This design comes from an exercise in tuning for small area on the open sky130 flow, not from production work. The RTL was checked by simulation tests, not by an equivalence proof against the original design. Power is estimated from default activity; no workload was simulated.

`design/flow/config.mk`:
```
export PLATFORM = sky130hd
export DESIGN_NAME = s64_core
export DESIGN_NICKNAME = s64_core
export VERILOG_FILES = /design/flow/design.v
export SDC_FILE = /design/flow/constraint.sdc
export NUM_CORES = 4
export LEC_CHECK = 0
export CAP_MARGIN = 20
export CORE_MARGIN = 2
export CORE_UTILIZATION = 40
export CTS_CLUSTER_DIAMETER = 100
export CTS_CLUSTER_SIZE = 20
export SLEW_MARGIN = 20
```
`design/flow/run.sh`:
```
#!/bin/bash
# synth_recipe.tcl (not shown) runs the flow's synth.tcl, then flattens the netlist and writes it again
# the make line also repeats each setting of config.mk as NAME=value (left out here)
make -C /OpenROAD-flow-scripts/flow DESIGN_CONFIG=/design/flow/config.mk WORK_HOME=/design/flow/orfs CLKGATE_MAP_FILE= SYNTH_SCRIPT=/design/flow/synth_recipe.tcl finish
```
`design/flow/design.v`:
```
module operand_stack #(
    parameter int W = 64
) (
    input  logic         clk_i,
    input  logic         rst_i,
    input  logic         push_i,
    input  logic         pop_i,
    input  logic         pop2_i,
    input  logic [W-1:0] dat_i,
    output logic [W-1:0] top_o,
    output logic [W-1:0] next_o
);
    logic [W-1:0] cells [4];
    logic [1:0]   sp;       
    logic [1:0]   dm1;      
    logic [1:0]   wp;
    assign wp     = sp + 2'd1;
    assign top_o  = cells[sp];
    assign next_o = cells[(dm1 == 2'd0) ? sp : sp - 2'd1];
    always_ff @(posedge clk_i) begin
        if (rst_i) begin
            sp  <= 2'd0;
            dm1 <= 2'd0;
        end else if (push_i) begin
            sp  <= wp;
            if (dm1 != 2'd3) dm1 <= dm1 + 2'd1;
        end else if (pop2_i) begin
            if (dm1 >= 2'd2) begin
                sp  <= sp - 2'd2;
                dm1 <= dm1 - 2'd2;
            end else if (dm1 == 2'd1) begin
                sp  <= sp - 2'd1;
                dm1 <= 2'd0;
            end
        end else if (pop_i) begin
            if (dm1 != 2'd0) begin
                sp  <= sp - 2'd1;
                dm1 <= dm1 - 2'd1;
            end
        end
    end
    always_ff @(posedge clk_i) begin
        if (rst_i)
            cells[0] <= '0;
        else if (push_i && wp == 2'd0)
            cells[0] <= dat_i;
    end
    for (genvar i = 1; i < 4; i++) begin : g_cell
        always_ff @(posedge clk_i) begin
            if (push_i && wp == 2'(i))
                cells[i] <= dat_i;
        end
    end
endmodule
module data_stack #(
    parameter int W = 64
) (
    input  logic         clk_i,
    input  logic         rst_i,
    input  logic         push_i,
    input  logic         pop_i,
    input  logic         pop2_i,
    input  logic [W-1:0] dat_i,
    output logic [W-1:0] bank0_o,     
    output logic [W-1:0] bank1_o,     
    output logic         top_odd_o,   
    output logic         single_o     
);
    logic [W-1:0] cells [4];
    logic [1:0]   sp;       
    logic [1:0]   dm1;      
    logic [1:0]   wp;
    logic [1:0]   bp;       
    assign wp        = sp + 2'd1;
    assign bp        = sp - 2'd1;
    assign bank0_o   = cells[{sp[0] ? bp[1] : sp[1], 1'b0}];
    assign bank1_o   = cells[{sp[0] ? sp[1] : bp[1], 1'b1}];
    assign top_odd_o = sp[0];
    assign single_o  = dm1 == 2'd0;
    always_ff @(posedge clk_i) begin
        if (rst_i) begin
            sp  <= 2'd0;
            dm1 <= 2'd0;
        end else if (push_i) begin
            sp  <= wp;
            if (dm1 != 2'd3) dm1 <= dm1 + 2'd1;
        end else if (pop2_i) begin
            if (dm1 >= 2'd2) begin
                sp  <= sp - 2'd2;
                dm1 <= dm1 - 2'd2;
            end else if (dm1 == 2'd1) begin
                sp  <= bp;
                dm1 <= 2'd0;
            end
        end else if (pop_i) begin
            if (dm1 != 2'd0) begin
                sp  <= bp;
                dm1 <= dm1 - 2'd1;
            end
        end
    end
    always_ff @(posedge clk_i) begin
        if (rst_i)
            cells[0] <= '0;
        else if (push_i && wp == 2'd0)
            cells[0] <= dat_i;
    end
    for (genvar i = 1; i < 4; i++) begin : g_cell
        always_ff @(posedge clk_i) begin
            if (push_i && wp == 2'(i))
                cells[i] <= dat_i;
        end
    end
endmodule
module alu (
    input  logic [64-1:0] a_i,
    input  logic [64-1:0] b_i,
    input  logic [2:0]         op_i,
    output logic [64-1:0] res_o
);
    localparam int N = 64;
    logic         sub;       
    logic         use_c;     
    logic         sel_s;     
    logic         sel_g;     
    logic         cmp;       
    logic         flag;
    logic         lt_s;
    logic [N-1:0] bb;
    logic [N-1:0] p;
    logic [N-1:0] g;
    logic [N-1:0] gg;
    logic [N-1:0] pp;
    logic [N-1:0] s;
    logic [N:0]   c;
    always_comb begin
        sub   = 1'b1;
        use_c = 1'b0;
        sel_s = 1'b0;
        sel_g = 1'b0;
        cmp   = 1'b0;
        case (op_i)
            3'd0: begin sub = 1'b0; use_c = 1'b1; sel_s = 1'b1; end
            3'd1: begin use_c = 1'b1; sel_s = 1'b1; end
            3'd2: begin sub = 1'b0; sel_s = 1'b1; end
            3'd3:  begin sub = 1'b0; sel_s = 1'b1; sel_g = 1'b1; end
            3'd4: begin sub = 1'b0; sel_g = 1'b1; end
            default:  begin use_c = 1'b1; cmp = 1'b1; end
        endcase
    end
    assign bb = b_i ^ {N{sub}};
    assign p  = a_i ^ bb;
    assign g  = a_i & bb;
    always_comb begin
        gg = g;
        pp = p;
        gg[0] = gg[0] | (p[0] & sub);
        for (int k = 0; k < 6; k++)
            for (int i = 0; i < N; i++)
                if ((i + 1) % (2 << k) == 0) begin
                    gg[i] = gg[i] | (pp[i] & gg[i-(1<<k)]);
                    pp[i] = pp[i] & pp[i-(1<<k)];
                end
        for (int k = 4; k >= 0; k--)
            for (int i = 0; i < N; i++)
                if ((i + 1) % (2 << k) == (1 << k) && i >= (3 << k) - 1) begin
                    gg[i] = gg[i] | (pp[i] & gg[i-(1<<k)]);
                    pp[i] = pp[i] & pp[i-(1<<k)];
                end
    end
    assign c    = {gg, sub};
    assign s    = p ^ (c[N-1:0] & {N{use_c}});
    assign lt_s = p[N-1] ? s[N-1] : a_i[N-1];
    always_comb begin
        case (op_i)
            3'd5:  flag = lt_s;
            3'd6: flag = !c[N];
            default:   flag = pp[N-1];    
        endcase
    end
    assign res_o = cmp ? {{(N-1){1'b0}}, flag}
                       : (s & {N{sel_s}}) | (g & {N{sel_g}});
endmodule
module exec_unit (
    input  logic                clk_i,
    input  logic                rst_i,
    input  logic                slot_valid_i,
    input  logic [3:0]          opcode_i,
    input  logic [64-1:0]  operand_i,
    input  logic                commit_i,     
    input  logic [64-1:0]  rdata_i,
    output logic                mem_req_o,
    output logic                mem_we_o,
    output logic [61-1:0] mem_adr_o,
    output logic [64-1:0]  mem_wdat_o,
    output logic                tos_nonzero_o
);
    localparam logic [2:0] ACT_NONE  = 3'd0;
    localparam logic [2:0] ACT_LIT   = 3'd1;
    localparam logic [2:0] ACT_BIN   = 3'd2;
    localparam logic [2:0] ACT_STORE = 3'd3;
    localparam logic [2:0] ACT_LOAD  = 3'd4;
    localparam logic [2:0] ACT_DROP  = 3'd5;
    logic [64-1:0] x;
    logic [64-1:0] y;
    logic [64-1:0] z;      
    logic [64-1:0] lit;
    logic [64-1:0] alu_res;
    logic [64-1:0] ds_top;
    logic [64-1:0] bank0;
    logic [64-1:0] bank1;
    logic [64-1:0] ds_pick;
    logic               top_odd;
    logic               single;
    logic               x_odd;
    logic [2:0]         alu_op;
    logic [2:0]         act;
    logic [3:0]         sub;
    logic               ds_push;
    logic               ds_pop;
    logic               ds_pop2;
    assign sub = operand_i[3:0];
    always_comb begin
        act    = ACT_NONE;
        alu_op = 3'd0;
        lit    = '0;
        case (opcode_i)
            4'd1: begin
                act = ACT_LIT;
                lit = {{(64-8){operand_i[7]}}, operand_i[7:0]};
            end
            4'd2: begin
                act = ACT_LIT;
                lit = {{(64-16){operand_i[15]}}, operand_i[15:0]};
            end
            4'd3: begin
                act = ACT_LIT;
                lit = {{(64-32){operand_i[31]}}, operand_i[31:0]};
            end
            4'd4: if (sub == 4'd3) act = ACT_STORE;
            4'd5:  if (sub == 4'd3) act = ACT_LOAD;
            4'd6: begin
                act = ACT_BIN;
                case (sub)
                    4'd0:  alu_op = 3'd0;
                    4'd1:  alu_op = 3'd1;
                    4'd3:  alu_op = 3'd5;
                    4'd4: alu_op = 3'd6;
                    4'd7:  alu_op = 3'd7;
                    4'd9:  alu_op = 3'd2;
                    4'd12:   alu_op = 3'd3;
                    4'd13:  alu_op = 3'd4;
                    default:   act = ACT_NONE;
                endcase
            end
            4'd7: if (sub == 4'd0 || sub == 4'd1) act = ACT_DROP;
            default: act = ACT_NONE;
        endcase
    end
    assign mem_req_o     = slot_valid_i && (act == ACT_STORE || act == ACT_LOAD);
    assign mem_we_o      = act == ACT_STORE;
    assign mem_adr_o     = z[64-1:3];
    assign mem_wdat_o    = y;
    assign tos_nonzero_o = |z;
    assign ds_push = commit_i && act == ACT_LIT;
    assign ds_pop  = commit_i && (act == ACT_BIN || act == ACT_DROP);
    assign ds_pop2 = commit_i && act == ACT_STORE;
    alu u_alu (
        .a_i  (y),
        .b_i  (z),
        .op_i (alu_op),
        .res_o(alu_res)
    );
    data_stack #(.W(64)) u_data_stack (
        .clk_i    (clk_i),
        .rst_i    (rst_i),
        .push_i   (ds_push),
        .pop_i    (ds_pop),
        .pop2_i   (ds_pop2),
        .dat_i    (x),
        .bank0_o  (bank0),
        .bank1_o  (bank1),
        .top_odd_o(top_odd),
        .single_o (single)
    );
    assign ds_top  = top_odd ? bank1 : bank0;
    assign x_odd   = (act == ACT_STORE && !single) ? !top_odd : top_odd;
    assign ds_pick = x_odd ? bank1 : bank0;
    always_ff @(posedge clk_i) begin
        if (rst_i) begin
            x <= '0;
            y <= '0;
            z <= '0;
        end else if (commit_i) begin
            case (act)
                ACT_LIT: begin
                    x <= y;
                    y <= z;
                    z <= lit;
                end
                ACT_BIN: begin
                    x <= ds_pick;
                    y <= x;
                    z <= alu_res;
                end
                ACT_STORE: begin    
                    x <= ds_pick;
                    y <= ds_top;
                    z <= x;
                end
                ACT_LOAD: z <= rdata_i;
                ACT_DROP: begin
                    x <= ds_pick;
                    y <= x;
                    z <= y;
                end
                default: ;
            endcase
        end
    end
endmodule
module instr_sequencer (
    input  logic                clk_i,
    input  logic                rst_i,
    input  logic                ack_i,
    input  logic [64-1:0]  dat_i,
    output logic [61-1:0] adr_o,
    output logic                cyc_o,
    output logic                we_o,
    output logic                vpa_o,
    output logic [64-1:0]  dat_o,
    output logic                slot_valid_o,
    output logic [3:0]          opcode_o,
    output logic [64-1:0]  operand_o,
    output logic                commit_o,
    output logic [64-1:0]  rdata_o,
    input  logic                mem_req_i,
    input  logic                mem_we_i,
    input  logic [61-1:0] mem_adr_i,
    input  logic [64-1:0]  mem_wdat_i,
    input  logic                tos_nonzero_i
);
    logic                run;         
    logic [2:0]          slot_cnt;    
    logic [2:0]          last;        
    logic [27:0]         ops;         
    logic [64-1:0]  dr;          
    logic [61-1:0] next_pa;     
    logic [61-1:0] ret_pa;
    logic [61-1:0] pa_sum;
    logic [8:0]          pa_inc;
    logic                pa_c9;
    logic                pa_inc_hi;
    logic                pa_dec_hi;
    logic [61-9:0] pa_t;
    logic [61-10:0] pa_v;
    logic [3:0]          sub;
    logic [3:0]          slot_op;
    logic                need_fetch;
    logic                fetch_cyc;
    logic                fetch_done;
    logic                jump_taken;
    logic                is_call;
    logic                is_ret;
    always_comb begin
        case (slot_cnt)
            3'd1:    slot_op = ops[27:24];
            3'd2:    slot_op = ops[23:20];
            3'd3:    slot_op = ops[19:16];
            3'd4:    slot_op = ops[15:12];
            3'd5:    slot_op = ops[11:8];
            3'd6:    slot_op = ops[7:4];
            default: slot_op = ops[3:0];
        endcase
    end
    assign need_fetch = slot_cnt == 3'd0 || slot_cnt > last;
    assign fetch_cyc  = run && need_fetch;
    assign fetch_done = fetch_cyc && ack_i;
    assign slot_valid_o = run && !need_fetch;
    assign opcode_o     = slot_valid_o ? slot_op : 4'd0;
    assign operand_o    = dr;
    assign rdata_o      = dat_i;
    assign commit_o     = slot_valid_o && (!mem_req_i || ack_i);
    assign cyc_o = fetch_cyc || (slot_valid_o && mem_req_i);
    assign vpa_o = fetch_cyc;
    assign we_o  = !need_fetch && mem_we_i;
    assign adr_o = fetch_cyc ? next_pa : mem_adr_i;
    assign dat_o = mem_wdat_i;
    assign sub = dr[3:0];
    always_comb begin
        jump_taken = 1'b0;
        is_call    = 1'b0;
        is_ret     = 1'b0;
        case (opcode_o)
            4'd7: begin
                case (sub)
                    4'd0:  jump_taken = tos_nonzero_i;
                    4'd1:  jump_taken = !tos_nonzero_i;
                    4'd2:   jump_taken = 1'b1;
                    4'd3: begin
                        jump_taken = 1'b1;
                        is_call    = 1'b1;
                    end
                    default: ;
                endcase
            end
            4'd8: is_ret = 1'b1;
            default: ;
        endcase
    end
    assign pa_inc = fetch_cyc ? 9'd1 : {1'b0, dr[11:4]} - 9'd1;
    assign {pa_c9, pa_sum[8:0]} = {1'b0, next_pa[8:0]} + {1'b0, pa_inc};
    assign pa_inc_hi = pa_c9 && !pa_inc[8];
    assign pa_dec_hi = !pa_c9 && pa_inc[8];
    always_comb begin
        pa_v = next_pa[61-1:9] ^ {(61-9){pa_dec_hi}};
        for (int k = 0; k < 6; k++)
            for (int i = 0; i < 61 - 9; i++)
                if ((i + 1) % (2 << k) == 0)
                    pa_v[i] = pa_v[i] & pa_v[i-(1<<k)];
        for (int k = 4; k >= 0; k--)
            for (int i = 0; i < 61 - 9; i++)
                if ((i + 1) % (2 << k) == (1 << k) && i >= (3 << k) - 1)
                    pa_v[i] = pa_v[i] & pa_v[i-(1<<k)];
    end
    assign pa_t = {pa_v, 1'b1} & {(61-8){pa_inc_hi || pa_dec_hi}};
    assign pa_sum[61-1:9] = next_pa[61-1:9] ^ pa_t[61-10:0];
    operand_stack #(.W(61)) u_ret_stack (
        .clk_i (clk_i),
        .rst_i (rst_i),
        .push_i(commit_o && is_call),
        .pop_i (commit_o && is_ret),
        .pop2_i(1'b0),
        .dat_i (next_pa),        
        .top_o (ret_pa),
        .next_o()
    );
    always_ff @(posedge clk_i) begin
        if (rst_i) begin
            run      <= 1'b0;
            slot_cnt <= 3'd0;
            next_pa  <= 61'h1C00_0000_0000_0000;
        end else begin
            run <= 1'b1;
            if (fetch_done) begin
                next_pa  <= pa_sum;
                slot_cnt <= 3'd1;
            end else if (commit_o) begin
                if (is_ret) begin
                    next_pa  <= ret_pa;
                    slot_cnt <= 3'd0;
                end else if (jump_taken) begin
                    next_pa  <= pa_sum;
                    slot_cnt <= 3'd0;
                end else begin
                    slot_cnt <= slot_cnt + 3'd1;
                end
            end
        end
    end
    always_ff @(posedge clk_i) begin
        if (fetch_done) begin
            last <= dat_i[64-1] ? 3'd7 : dat_i[64-2 -: 3];
            ops  <= dat_i[64-5 -: 28];
            dr   <= dat_i;
        end else if (commit_o) begin
            case (opcode_o)
                4'd1:   dr <= dr >> 8;
                4'd2:  dr <= dr >> 16;
                4'd3:  dr <= dr >> 32;
                4'd4, 4'd5, 4'd6: dr <= dr >> 4;
                4'd7:  dr <= dr >> 12;
                default: ;
            endcase
        end
    end
endmodule
module s64_core (
    input  logic                clk_i,
    input  logic                rst_i,
    input  logic                ack_i,
    input  logic [64-1:0]  dat_i,
    output logic [61-1:0] adr_o,
    output logic                cyc_o,
    output logic                we_o,
    output logic                vpa_o,
    output logic [64-1:0]  dat_o
);
    logic                slot_valid;
    logic [3:0]          opcode;
    logic [64-1:0]  operand;
    logic                commit;
    logic [64-1:0]  rdata;
    logic                mem_req;
    logic                mem_we;
    logic [61-1:0] mem_adr;
    logic [64-1:0]  mem_wdat;
    logic                tos_nonzero;
    instr_sequencer u_seq (
        .clk_i        (clk_i),
        .rst_i        (rst_i),
        .ack_i        (ack_i),
        .dat_i        (dat_i),
        .adr_o        (adr_o),
        .cyc_o        (cyc_o),
        .we_o         (we_o),
        .vpa_o        (vpa_o),
        .dat_o        (dat_o),
        .slot_valid_o (slot_valid),
        .opcode_o     (opcode),
        .operand_o    (operand),
        .commit_o     (commit),
        .rdata_o      (rdata),
        .mem_req_i    (mem_req),
        .mem_we_i     (mem_we),
        .mem_adr_i    (mem_adr),
        .mem_wdat_i   (mem_wdat),
        .tos_nonzero_i(tos_nonzero)
    );
    exec_unit u_exec (
        .clk_i        (clk_i),
        .rst_i        (rst_i),
        .slot_valid_i (slot_valid),
        .opcode_i     (opcode),
        .operand_i    (operand),
        .commit_i     (commit),
        .rdata_i      (rdata),
        .mem_req_o    (mem_req),
        .mem_we_o     (mem_we),
        .mem_adr_o    (mem_adr),
        .mem_wdat_o   (mem_wdat),
        .tos_nonzero_o(tos_nonzero)
    );
endmodule
```
`design/flow/constraint.sdc`:
```
create_clock -name core_clock -period 10.0 [get_ports {clk_i}]
set_input_delay 2.0000 -clock core_clock [delete_from_list [all_inputs] [get_ports {clk_i}]]
set_output_delay 2.0000 -clock core_clock [all_outputs]
set_load 0.01 [all_outputs]
```
==> out/results.tsv <==
metric	value	unit
post-synthesis mux area share	0.0638	
normalized max-slew margin	0.257	
Final min period	7.91	ns
antenna violations before repair	7	
sw frac	0.262	
largest family of logic cells by synthesized area	compound AO/OA/AOI/OAI gates	
Initial Util	0.404	
Synth Cell Area	46200	sq um
Crit path required time	10.57	ns
share of cells above drive strength 1	0.0528	
Worst Skew	0.0560	ns
total gr overflow	0	
via count	41000	
fmax	126	MHz
Gate Count Post-Synth	4956	
Pleak	0.0179	uW
Worst Setup Start Kind	flip-flop	
pwr/cell area	131	nW/um^2
RSZ-0062 raised after global routing	no	
sequential power share	0.572	
Hold Vio Cnt, Final	0	
Core Rows	124	
die area	118000	sq um
worst hold slack	0.456	ns
WL met3	21700	um
Routed WL	180000	um
Worst Setup End Kind	flip-flop	
Simple-Gate Fraction of Synth Area	0.169	
clk sinks	864	
die width	344	um
first-pass GRT wire length	261000	um
DRC marker count from the first detailed-route iteration	5841	
commonest non-fill, non-tap cell in the layout	nand2_1	
largest net degree at the start of global routing	114	
TritonCTS Buffers	51	
CTS tree	yes	
Top Metal Used	met5	
CP arrival	8.48	ns
#FFs+latches synth	864	
crit path max fanout	64	
WL met2	75500	um
EDFF count, synth	470	
Synthesis Warnings	7	
Least-Margin Pin Slew	1.11	ns
Finish-stage setup viols	0	
Worst-Skew Late Latency	0.71	ns
peak supply drop	0.000139	V
nets	5073	
M1 WL	75000	um
Core Region	115000	sq um
Int Pwr	4940	uW
combinational power share	0.081	
# DRC	0	
syn nets	5125	
boundary pin count	195	
area delta synth->final	10.3	%
H-tree levels	2	
number of global-route vias before repair	37200	
Worst-path clk slew	0.09	ns
critical path type	reg -> reg	
outcome	timing/DRC/antenna clean	
Synth Area in Compound Gates	0.201	
post-synthesis cell type count	104	
Main synth FF type	edfxtp_1	
Post-Route Setup TNS	0	ns
postcts setup bufs	0	
part of the power in the clock network	0.347	
IO Port Bufs	194	
Longest Clk Path Bufs	3	
per-cell routed wire length	27.9	um
post-CTS sizing	0	
fraction of registers with async set/reset	0	
Post-Synth XOR/XNOR Area	0.0227	
vias per cell	6.35	
Post-Synth Adder-Cell Area	0.0278	
Die Height	344	um
net switching power	1760	uW
Clock Tree Root	clkbuf_16	
most frequent cells in the layout	nand2_1 (1002), edfxtp_1 (470), dfxtp_1 (394)	
sequential fraction of the synthesis area	0.476	
Initial DRT Pass Iterations	10	
Final ANT Viol Nets	0	
MaxCap Viol Count	0	
all-layer global routing usage	0.296	
Final Cycle Share	0.791	
fin. max-slew vios	0	
Hold-fix buffers, CTS	0	
routability cong.	1.00	
post-DP HPWL	121000	um
Syn Area/Cell	9.32	sq um
Hold WC Path Type	reg -> reg	
==> sequential cells by signal (all words and copies together) (netlist names), named ones only <==
name	cells
u_exec.u_data_stack.cells	256
u_seq.u_ret_stack.cells	244
u_exec.x	64
u_exec.y	64
u_exec.z	64
u_seq.dr	64
u_seq.next_pa	61
u_seq.ops	28
u_seq.last	3
u_seq.slot_cnt	3
u_exec.u_data_stack.dm1	2
u_exec.u_data_stack.sp	2
u_seq.u_ret_stack.dm1	2
u_seq.u_ret_stack.sp	2
u_seq.run	1
==> worst max-delay path, stage by stage, from the launching register on <==
cell      delay (ns)
dfxtp_1         0.71
ha_1            0.35
nand3_1         0.08
o21ai_0         0.11
o21ai_1         0.56
nand2_2         0.13
buf_4           0.32
nand2b_1        0.21
inv_1           0.06
ha_1            0.27
a21o_1          0.18
a21oi_1         0.22
o21bai_1        0.09
a21oi_1         0.21
o21ai_0         0.17
a21o_1          0.21
a21oi_1         0.15
ha_2            0.61
buf_4           0.50
or4b_2          0.62
o22a_1          0.25
nor2_1          0.10
nand4_1         0.10
nor3_2          0.43
nand2_1         0.27
or4b_1          0.55
a21oi_1         0.16
o21ai_0         0.10
==> power by group through the flow <==
stage	clock network, uW	logic (uW)	registers, uW
after floorplan	0	323	3880
after global placement	0	520	3910
after detailed placement	0	524	3910
after CTS	2360	526	3830
after global routing	2480	574	3830
final	2330	541	3830
==> final cells by class <==
cell class	count	area, sq um
clock inverters	10	133
repair buffers	292	2710
fillers	11100	63500
flip-flops and latches	864	22000
well taps	1512	1890
multi-input cells	3646	22600
inverters	49	190
clock buffers	85	1440
diodes	2	5.00
==> Yosys cell counts, types with 22 or more instances <==
cell / instances / share of area
buf_1: 29 / 0.0024
a311oi_1: 135 / 0.026
a21oi_1: 382 / 0.041
nand3_1: 69 / 0.0075
nor3_1: 92 / 0.010
a211oi_1: 29 / 0.0047
ha_1: 101 / 0.027
o211ai_1: 29 / 0.0047
dfxtp_1: 394 / 0.17
and3_1: 41 / 0.0056
a22oi_1: 123 / 0.020
buf_2: 74 / 0.0080
clkbuf_1: 283 / 0.023
xor2_1: 22 / 0.0042
nor4_1: 44 / 0.0060
a31oi_1: 48 / 0.0065
a222oi_1: 123 / 0.027
edfxtp_1: 470 / 0.31
xnor2_1: 96 / 0.018
nor2_1: 323 / 0.026
o22ai_1: 53 / 0.0072
nand2_1: 1006 / 0.082
mux2i_1: 283 / 0.061
a21o_1: 29 / 0.0047
nand2b_1: 29 / 0.0039
inv_1: 47 / 0.0038
o21ai_0: 213 / 0.023
nand4_1: 22 / 0.0030
==> path summary, 6_finish.rpt <==
check / startpoint / endpoint / slack [ns] / depth (start not counted)
hold reg to reg: u_exec.u_data_stack.cells[0][59] / u_exec.u_data_stack.cells[0][59] / 0.46 / 2
setup reg to reg: u_seq.slot_cnt[2] / u_seq.next_pa[58] / 2.09 / 27
hold / removal: u_exec.u_data_stack.cells[0][59] / u_exec.u_data_stack.cells[0][59] / 0.46 / 2
setup / recovery: u_seq.slot_cnt[2] / u_seq.next_pa[58] / 2.09 / 27
==> cell families (layout without fill, tap and decap cells) <==
logic type	count (synthesis)	after routing
other cells	0	2
fa+ha+maj	102	102
flops	864	864
xor+xnor	119	119
simple gates	1777	1777
buf+inv	446	436
mux	292	292
compound gates	1356	1356
==> per-layer routing <==
| layer | up-vias | global-route usage |
|---|---|---|
| met3 | 358 | 0.0789 |
| met2 | 2210 | 0.425 |
| met1 | 20100 | 0.418 |
| met4 | 8 | 0.123 |
| met5 | - | 0 |
| li1 | 18400 | - |
==> stage by stage <==
step / util / cells / cell area, sq um / setup slack [ns] / total power, uW
2_1_floorplan: - / 4956 / 46200 / 4.13 / 4200
3_3_place_gp: 0.431 / 6361 / 49300 / 2.29 / 4430
3_5_place_dp: 0.431 / 6361 / 49400 / 2.18 / 4430
4_1_cts: 0.445 / 6456 / 50900 / 2.17 / 6710
5_1_grt: 0.445 / 6459 / 51000 / 1.35 / 6890
6_report: 0.445 / 6460 / 51000 / 2.09 / 6700

## port drivers added, routing unchanged
How much do the figures lean on ideal ports? The routed layout below was timed once more, with nothing changed but the port constraints.
Step 1 (the two cells are an assumption about what drives the block):
set clk [get_ports {clk_i}]
set_driving_cell -lib_cell sky130_fd_sc_hd__clkbuf_16 $clk
set_driving_cell -lib_cell sky130_fd_sc_hd__buf_2 [delete_from_list [all_inputs] $clk]
Step 2 moves the port delays by t, midway between the first and last clock arrival at a register: inputs arrive t later, outputs are due t later. That takes back most of the time a late clock gives input paths.
Slacks: no drivers / after step 1 / after step 2; pairs: no drivers / after step 1.
shift t [ns]: 0.751
setup WS [ns]: 2.088 / 2.088 / 2.088
worst setup path at the end: register to register
worst slew at a driven data input, ns: 0.18
After both steps this run still meets setup and hold. The setup slack of this run moves by 0.000 ns with the drivers and by 0.000 ns with both steps.
